This is an optimization exercise on Yosys and OpenROAD, whose aim is small area, a short achievable clock period and few clock cycles, not a production implementation.
Only simulation tests tie the RTL to the original design; equivalence was not proved.

==> run.sh <==
#!/bin/bash
# synth_recipe.tcl (not shown) runs the flow's synth.tcl, then flattens the netlist and writes it again
# the make line also repeats each setting of config.mk as NAME=value (left out here)
make -C /OpenROAD-flow-scripts/flow DESIGN_CONFIG=/design/flow/config.mk WORK_HOME=/design/flow/orfs CLKGATE_MAP_FILE= SYNTH_SCRIPT=/design/flow/synth_recipe.tcl finish
==> config.mk <==
export PLATFORM = sky130hd
export DESIGN_NAME = muldiv_unit_mq
export DESIGN_NICKNAME = muldiv_unit_mq
export VERILOG_FILES = /design/flow/design.v
export SDC_FILE = /design/flow/constraint.sdc
export NUM_CORES = 4
export LEC_CHECK = 0
export CAP_MARGIN = 20
export CORE_MARGIN = 2
export CORE_UTILIZATION = 40
export SLEW_MARGIN = 20
==> constraint.sdc <==
create_clock -name core_clock -period 10.0 [get_ports {clk}]
set_input_delay 2.0000 -clock core_clock [delete_from_list [all_inputs] [get_ports {clk}]]
set_output_delay 2.0000 -clock core_clock [all_outputs]
set_load 0.01 [all_outputs]
==> design.v <==
module muldiv_unit_mq #(
  parameter int XLEN       = 32,
  parameter int HART_ID_W  = 1,
  parameter int REG_ADDR_W = 5,
  parameter int QDEPTH     = 4,
  parameter int MUL_LAT    = 2
) (
  input  logic                  clk,
  input  logic                  rst_n,
  input  logic                  muldiv_start,
  input  logic [2:0]            muldiv_op,
  input  logic [XLEN-1:0]       muldiv_a,
  input  logic [XLEN-1:0]       muldiv_b,
  input  logic [HART_ID_W-1:0]  muldiv_hart_id,
  input  logic [REG_ADDR_W-1:0] muldiv_rd,
  input  logic                  muldiv_kill,
  input  logic [HART_ID_W-1:0]  muldiv_kill_hart_id,
  output logic                  muldiv_busy,
  output logic                  muldiv_done,
  output logic [XLEN-1:0]       muldiv_result,
  output logic [HART_ID_W-1:0]  muldiv_done_hart_id,
  output logic [REG_ADDR_W-1:0] muldiv_done_rd
);
  localparam int PTR_W   = $clog2(QDEPTH);
  localparam int CNT_MAX = (XLEN > MUL_LAT) ? XLEN : MUL_LAT;
  localparam int CNT_W   = $clog2(CNT_MAX + 1);
  localparam logic [1:0] ST_IDLE = 2'd0;
  localparam logic [1:0] ST_MUL  = 2'd1;
  localparam logic [1:0] ST_DIV  = 2'd2;
  localparam logic [1:0] ST_DONE = 2'd3;
  localparam logic [XLEN-1:0] MIN_NEG = {1'b1, {(XLEN-1){1'b0}}};
  localparam logic [XLEN-1:0] ALL_ONE = {XLEN{1'b1}};
  logic [2:0]            fifo_op_q   [QDEPTH];
  logic [XLEN-1:0]       fifo_a_q    [QDEPTH];
  logic [XLEN-1:0]       fifo_b_q    [QDEPTH];
  logic [HART_ID_W-1:0]  fifo_hart_q [QDEPTH];
  logic [REG_ADDR_W-1:0] fifo_rd_q   [QDEPTH];
  logic                  fifo_vld_q  [QDEPTH];
  logic [PTR_W-1:0]      wr_ptr_q, rd_ptr_q;
  logic [PTR_W:0]        count_q;
  logic push, pop, fifo_empty;
  assign muldiv_busy = (count_q == (PTR_W+1)'(QDEPTH));
  assign push        = muldiv_start && !muldiv_busy;
  assign fifo_empty  = (count_q == '0);
  always_ff @(posedge clk or negedge rst_n) begin
    if (!rst_n) begin
      wr_ptr_q <= '0;
      rd_ptr_q <= '0;
      count_q  <= '0;
      for (int i = 0; i < QDEPTH; i++) begin
        fifo_op_q[i]   <= '0;
        fifo_a_q[i]    <= '0;
        fifo_b_q[i]    <= '0;
        fifo_hart_q[i] <= '0;
        fifo_rd_q[i]   <= '0;
        fifo_vld_q[i]  <= 1'b0;
      end
    end else begin
      if (muldiv_kill) begin
        for (int i = 0; i < QDEPTH; i++) begin
          if (fifo_hart_q[i] == muldiv_kill_hart_id) fifo_vld_q[i] <= 1'b0;
        end
      end
      if (push) begin
        fifo_op_q[wr_ptr_q]   <= muldiv_op;
        fifo_a_q[wr_ptr_q]    <= muldiv_a;
        fifo_b_q[wr_ptr_q]    <= muldiv_b;
        fifo_hart_q[wr_ptr_q] <= muldiv_hart_id;
        fifo_rd_q[wr_ptr_q]   <= muldiv_rd;
        fifo_vld_q[wr_ptr_q]  <= 1'b1;
        wr_ptr_q              <= wr_ptr_q + PTR_W'(1);
      end
      if (pop) rd_ptr_q <= rd_ptr_q + PTR_W'(1);
      case ({push, pop})
        2'b10:   count_q <= count_q + (PTR_W+1)'(1);
        2'b01:   count_q <= count_q - (PTR_W+1)'(1);
        default: count_q <= count_q;
      endcase
    end
  end
  logic [2:0]            h_op;
  logic [XLEN-1:0]       h_a, h_b, h_a_abs, h_b_abs, h_spec_res;
  logic [HART_ID_W-1:0]  h_hart;
  logic [REG_ADDR_W-1:0] h_rd;
  logic                  h_ok, h_signed_div, h_special;
  assign h_op   = fifo_op_q[rd_ptr_q];
  assign h_a    = fifo_a_q[rd_ptr_q];
  assign h_b    = fifo_b_q[rd_ptr_q];
  assign h_hart = fifo_hart_q[rd_ptr_q];
  assign h_rd   = fifo_rd_q[rd_ptr_q];
  assign h_ok   = fifo_vld_q[rd_ptr_q] &&
                  !(muldiv_kill && (h_hart == muldiv_kill_hart_id));
  assign h_signed_div = !h_op[0];
  assign h_special    = h_op[2] &&
                        ((h_b == '0) || (h_signed_div && (h_a == MIN_NEG) && (h_b == ALL_ONE)));
  assign h_spec_res   = (h_b == '0) ? (h_op[1] ? h_a : ALL_ONE)
                                    : (h_op[1] ? '0  : MIN_NEG);
  assign h_a_abs      = (h_signed_div && h_a[XLEN-1]) ? (XLEN'(0) - h_a) : h_a;
  assign h_b_abs      = (h_signed_div && h_b[XLEN-1]) ? (XLEN'(0) - h_b) : h_b;
  logic [1:0]            state_q, state_d;
  logic [CNT_W-1:0]      cnt_q;
  logic [2:0]            cur_op_q;
  logic [HART_ID_W-1:0]  cur_hart_q;
  logic [REG_ADDR_W-1:0] cur_rd_q;
  logic                  latch, kill_cur, mul_last, div_last;
  assign kill_cur = muldiv_kill && (cur_hart_q == muldiv_kill_hart_id);
  assign mul_last = (state_q == ST_MUL) && (cnt_q == CNT_W'(MUL_LAT - 1));
  assign div_last = (state_q == ST_DIV) && (cnt_q == CNT_W'(XLEN - 1));
  always_comb begin
    state_d = state_q;
    pop     = 1'b0;
    latch   = 1'b0;
    case (state_q)
      ST_IDLE: begin
        if (!fifo_empty) begin
          pop = 1'b1;
          if (h_ok) begin
            latch = 1'b1;
            if (!h_op[2])       state_d = ST_MUL;
            else if (h_special) state_d = ST_DONE;
            else                state_d = ST_DIV;
          end
        end
      end
      ST_MUL: begin
        if (kill_cur)      state_d = ST_IDLE;
        else if (mul_last) state_d = ST_DONE;
      end
      ST_DIV: begin
        if (kill_cur)      state_d = ST_IDLE;
        else if (div_last) state_d = ST_DONE;
      end
      ST_DONE: state_d = ST_IDLE;
      default: state_d = ST_IDLE;
    endcase
  end
  always_ff @(posedge clk or negedge rst_n) begin
    if (!rst_n) state_q <= ST_IDLE;
    else        state_q <= state_d;
  end
  logic [XLEN-1:0]   opa_q, opb_q, res_q;
  logic [XLEN-1:0]   div_quo_q, div_rem_q, div_dvs_q;
  logic              neg_q_q, neg_r_q;
  logic              mul_sa, mul_sb;
  logic [2*XLEN-1:0] mul_a_ext, mul_b_ext, mul_prod;
  logic [XLEN-1:0]   mul_res;
  assign mul_sa    = !cur_op_q[2] && ((cur_op_q[1:0] == 2'd1) || (cur_op_q[1:0] == 2'd2));
  assign mul_sb    = !cur_op_q[2] && (cur_op_q[1:0] == 2'd1);
  assign mul_a_ext = {{XLEN{mul_sa & opa_q[XLEN-1]}}, opa_q};
  assign mul_b_ext = {{XLEN{mul_sb & opb_q[XLEN-1]}}, opb_q};
  assign mul_prod  = mul_a_ext * mul_b_ext;
  assign mul_res   = (cur_op_q[1:0] == 2'd0) ? mul_prod[XLEN-1:0] : mul_prod[2*XLEN-1:XLEN];
  logic [XLEN:0]     rem_sh, rem_diff;
  logic              rem_ge;
  logic [XLEN-1:0]   rem_n, quo_n, q_out, r_out, div_res;
  assign rem_sh   = {div_rem_q, div_quo_q[XLEN-1]};
  assign rem_diff = rem_sh - {1'b0, div_dvs_q};
  assign rem_ge   = !rem_diff[XLEN];
  assign rem_n    = rem_ge ? rem_diff[XLEN-1:0] : rem_sh[XLEN-1:0];
  assign quo_n    = {div_quo_q[XLEN-2:0], rem_ge};
  assign q_out    = neg_q_q ? (XLEN'(0) - quo_n) : quo_n;
  assign r_out    = neg_r_q ? (XLEN'(0) - rem_n) : rem_n;
  assign div_res  = cur_op_q[1] ? r_out : q_out;
  always_ff @(posedge clk or negedge rst_n) begin
    if (!rst_n) begin
      cur_op_q   <= '0;
      cur_hart_q <= '0;
      cur_rd_q   <= '0;
      cnt_q      <= '0;
      opa_q      <= '0;
      opb_q      <= '0;
      div_quo_q  <= '0;
      div_rem_q  <= '0;
      div_dvs_q  <= '0;
      neg_q_q    <= 1'b0;
      neg_r_q    <= 1'b0;
      res_q      <= '0;
    end else if (latch) begin
      cur_op_q   <= h_op;
      cur_hart_q <= h_hart;
      cur_rd_q   <= h_rd;
      cnt_q      <= '0;
      opa_q      <= h_a;
      opb_q      <= h_b;
      div_quo_q  <= h_a_abs;
      div_rem_q  <= '0;
      div_dvs_q  <= h_b_abs;
      neg_q_q    <= h_signed_div && (h_a[XLEN-1] ^ h_b[XLEN-1]);
      neg_r_q    <= h_signed_div && h_a[XLEN-1];
      if (h_special) res_q <= h_spec_res;
    end else begin
      if ((state_q == ST_MUL) || (state_q == ST_DIV)) cnt_q <= cnt_q + CNT_W'(1);
      if (state_q == ST_DIV) begin
        div_quo_q <= quo_n;
        div_rem_q <= rem_n;
      end
      if (mul_last && !kill_cur) res_q <= mul_res;
      if (div_last && !kill_cur) res_q <= div_res;
    end
  end
  assign muldiv_done         = (state_q == ST_DONE) && !kill_cur;
  assign muldiv_result       = res_q;
  assign muldiv_done_hart_id = cur_hart_q;
  assign muldiv_done_rd      = cur_rd_q;
endmodule
==> impl_metrics.csv <==
group,metric,value,unit
clock_tree,cts_sinks,513,
setup_path,cp-endpoint,"res_q[9]",
clock_tree,ctsHoldBuffers,0,
synth,yosys-top-cells-area,"fa_1, dfrtp_1, inv_1",
outcome,status,"finished clean",
synth,seq_area_frac_synth,0.195,
clock_tree,cts_tree,"built",
sta,hold_violations,0,
clock_tree,clock-root-buffer,"clkbuf_16",
setup_path,path_max_fanout,14,
synth,synth_top_area_frac,0.342,
routing,dr.first_iter.drc_count,3836,
sta,worst_pin_slew,1.21,ns
clock_tree,clk_pin_slew_worst_paths,0.06,ns
run,maxCapViolations,0,
setup_path,startpoint_type,"flop",
setup_path,cpMostUsedCell,"fa_1",
synth,synth-adder-area-share,0.393,
synth,ys_async_sr_fraction,1.00,
sta,setup_violations,0,
sta,min_period,9.63,ns
synth,synth-seq-cells,513,
setup_path,end_kind,"flop",
setup_path,cp-startpoint,"opa_q[25]",
routing,routed_wl,202,mm
sta,worst_slack,0.368,ns
cells_and_area,finish.utilization,0.439,
cells_and_area,area_delta_synth_final,8.66,%
floorplanning,dieArea,0.168,mm²
synth,synth_top_family_by_area,"adder cells",
placement,dp_slack,0.301,ns
global_routing,grt_pass1_vias,52100,
synth,synthFlopType,"dfrtp_1",
floorplanning,dieWidth,410,µm
floorplanning,rows,148,
sta,max_slew_margin,0.188,
placement,place_congestion,0.974,
floorplanning,initial_core_util,0.404,
sta,rsz0062_at_grt,"no",
synth,yosys.cell_types.count,86,
sta,fin_tns_setup,0,ns
setup_path,criticalPathCategory,"flop to flop",
floorplanning,core_area,0.163,mm²
setup_path,cp.buffers_inverters,6,
floorplanning,ioPinCount,118,
synth,yosys_warnings,7,
routing,drt-pass1-iter-count,7,
synth,syn_nets,8478,
global_routing,grt_max_degree,110,
clock_tree,cts_buffer_depth,3,
synth,synth-compound-area-share,0.0915,
synth,synth_xor_area_frac,0.0290,
routing,vias,49600,
placement,io_buffers,117,
sta,fmax,104,MHz
global_routing,groute.usage.overall,0.243,
routing,viasPerCell,5.42,
clock_tree,numCtsBuffers,58,
setup_path,timing.rr.start,"opa_q[25]",
synth,synth_area,0.0659,mm²
hold_path,hold_class,"flop to flop",
synth,synth-simple-area-share,0.137,
clock_tree,htree_levels,2,
cells_and_area,drive_gt1_frac,0.0906,
setup_path,critPathSlowestCell,"dfrtp_1",
setup_path,cp.depth,28,
synth,syn_area_per_cell,9.41,µm²
global_routing,antenna_found_initial,18,
setup_path,worstPathRequired,10.55,ns
placement,dp.final_hpwl,161,mm
setup_path,reg2reg_depth,28,
floorplanning,die_h,410,µm
setup_path,arrival,10.18,ns
synth,synth_edf_count,0,
sta,min_period_over_period,0.963,
clock_tree,clkLatencyLatePin,0.64,ns
sta,fin_skew,0.0567,ns
routing,avgRoutedWirePerCell,22.1,µm
setup_path,critical-path-top-delay-family,"adder cells",
sta,drv_slew,0,
routing,antenna_left,0,
global_routing,grt_pass1_wl,317,mm
synth,synth_mux_area_frac,0.0613,
routing,drcViolationCount,0,
setup_path,cp_slowest_stage_delay,0.69,ns
synth,synth_cells,7006,
setup_path,rrSetupSlack,0.37,ns
setup_path,timing.rr.end,"res_q[9]",
cells_and_area,nets,8400,
global_routing,grt_overflow,0,
synth,synth_area_leader_cell,"fa_1",
## worst reg2reg max path, delay by kind of cell, from the launching register on
family	cells	cell delay, ns
xor gates and xnor gates	1	0.44
DFF	1	0.69
buffers and inverters	6	0.32
and+or+nand+nor	6	1.98
AOI/OAI and AO/OA	6	1.53
adders and majority gates	9	4.63
## cells in the mapped netlist (all sizes together), types with 26 or more instances
master,count
xnor2,130
xor2,88
o21ai,269
inv,1216
and3,26
mux2i,65
fa,1127
o31ai,32
nor3,51
nand2,1109
dfrtp,513
a31oi,26
clkbuf,365
o22ai,29
nand2b,26
and2,342
nor2b,33
ha,267
mux2,301
nor2,202
buf,54
a222oi,57
nand3,38
a21o,47
a211oi,65
nand4,34
a21oi,188
## cell families after synthesis
logic type,Yosys count
AOI/OAI and AO/OA,913
muxes,366
adders and majority gates,1394
DFF,513
xor gates and xnor gates,218
buffers and inverters,1635
and+or+nand+nor,1967
## metal layers
| layer | vias up | part of all wire | global-route usage |
|---|---|---|---|
| li1 | 21900 | - | - |
| met1 | 25800 | 0.44 | 0.342 |
| met2 | 1639 | 0.46 | 0.394 |
| met3 | 271 | 0.069 | 0.0350 |
| met4 | 14 | 0.029 | 0.0634 |
| met5 | - | 0.00044 | 0 |
## per-stage QoR
stage,cell area [µm²],instances,hold WS [ns]
after floorplan,65900,7006,0.445
after global placement,69500,9042,0.459
after detailed placement,69500,9043,0.465
after CTS,71600,9150,0.480
after global routing,71600,9150,0.494
final,71600,9154,0.475
## worst min path at each step
stage,start,cells past startpoint,end
6_report,fifo_vld_q[3],2,fifo_vld_q[3]
5_1_grt,div_dvs_q[31],2,div_dvs_q[31]
4_1_cts,fifo_vld_q[3],2,fifo_vld_q[3]
3_5_place_dp,fifo_vld_q[3],2,fifo_vld_q[3]
3_3_place_gp,fifo_vld_q[2],2,fifo_vld_q[2]
2_1_floorplan,fifo_vld_q[3],2,fifo_vld_q[3]
## layout by cell type, fill, tap and decap left out, types with 64 or more instances in the layout
cell	n
o21ai_0	244
ha_1	262
a211oi_1	64
dfrtp_1	502
mux2i_1	65
mux2_2	301
fa_1	1127
xnor2_1	130
xor2_1	88
and2_1	341
nor2_1	201
nand2_1	1103
clkdlybuf4s50_1	116
a21oi_1	186
buf_4	161
inv_1	1214
## state kept, by name, indices dropped and copies added, names as in the netlist, 2 cells and up
signal       count
cnt_q            6
count_q          3
cur_op_q         3
cur_rd_q         5
div_dvs_q       31
div_quo_q       32
div_rem_q       32
fifo_a_q       128
fifo_b_q       128
fifo_hart_q      4
fifo_op_q       12
fifo_rd_q       20
fifo_vld_q       4
opa_q           32
opb_q           32
rd_ptr_q         2
res_q           32
state_q          2
wr_ptr_q         2
## timing repair
| action | in CTS | in global routing |
|---|---|---|
| setup buffers | 0 | 0 |
| resized for setup | 0 | 12 |
| setup endpoints to repair | 0 | 7 |
## cell type report
class	instances	area, µm²
antenna	4	10.0
clock inverter	24	300
tap	2175	2720
clock buffer	83	1740
fill	15800	91500
timing repair buffer	281	2440
multi-input combinational	4858	47000
sequential	513	12900
inverter	1216	4570
Testbench counts, summed over its fixed seeds: cycles 31,192.

==> afterwards: timing with drivers on the ports <==
How much do the figures lean on ideal ports? The routed layout below was timed once more, with nothing changed but the port constraints. Step 1 sets driving cells, clkbuf_16 on the clock port and buf_2 on the other inputs (assumed; they add their load-dependent delay and slew). Step 2 times the ports against the registers' clock, not the clock port: input delays grow and output delays shrink by t, the midpoint of the rising clock arrivals with the driver on. Three values: ideal, step 1, step 2; two values: the first two.
shift t [ns]: 0.682
slack for setup (ns): 0.368 / 0.368 / 0.368
hold WS [ns]: 0.475 / 0.475 / 0.475
slew at the worst register clock pin (ns): 0.07 / 0.07
After both steps setup and hold are still met in this run. The setup slack of this run moves by 0.000 ns with the drivers and by 0.000 ns with both steps.
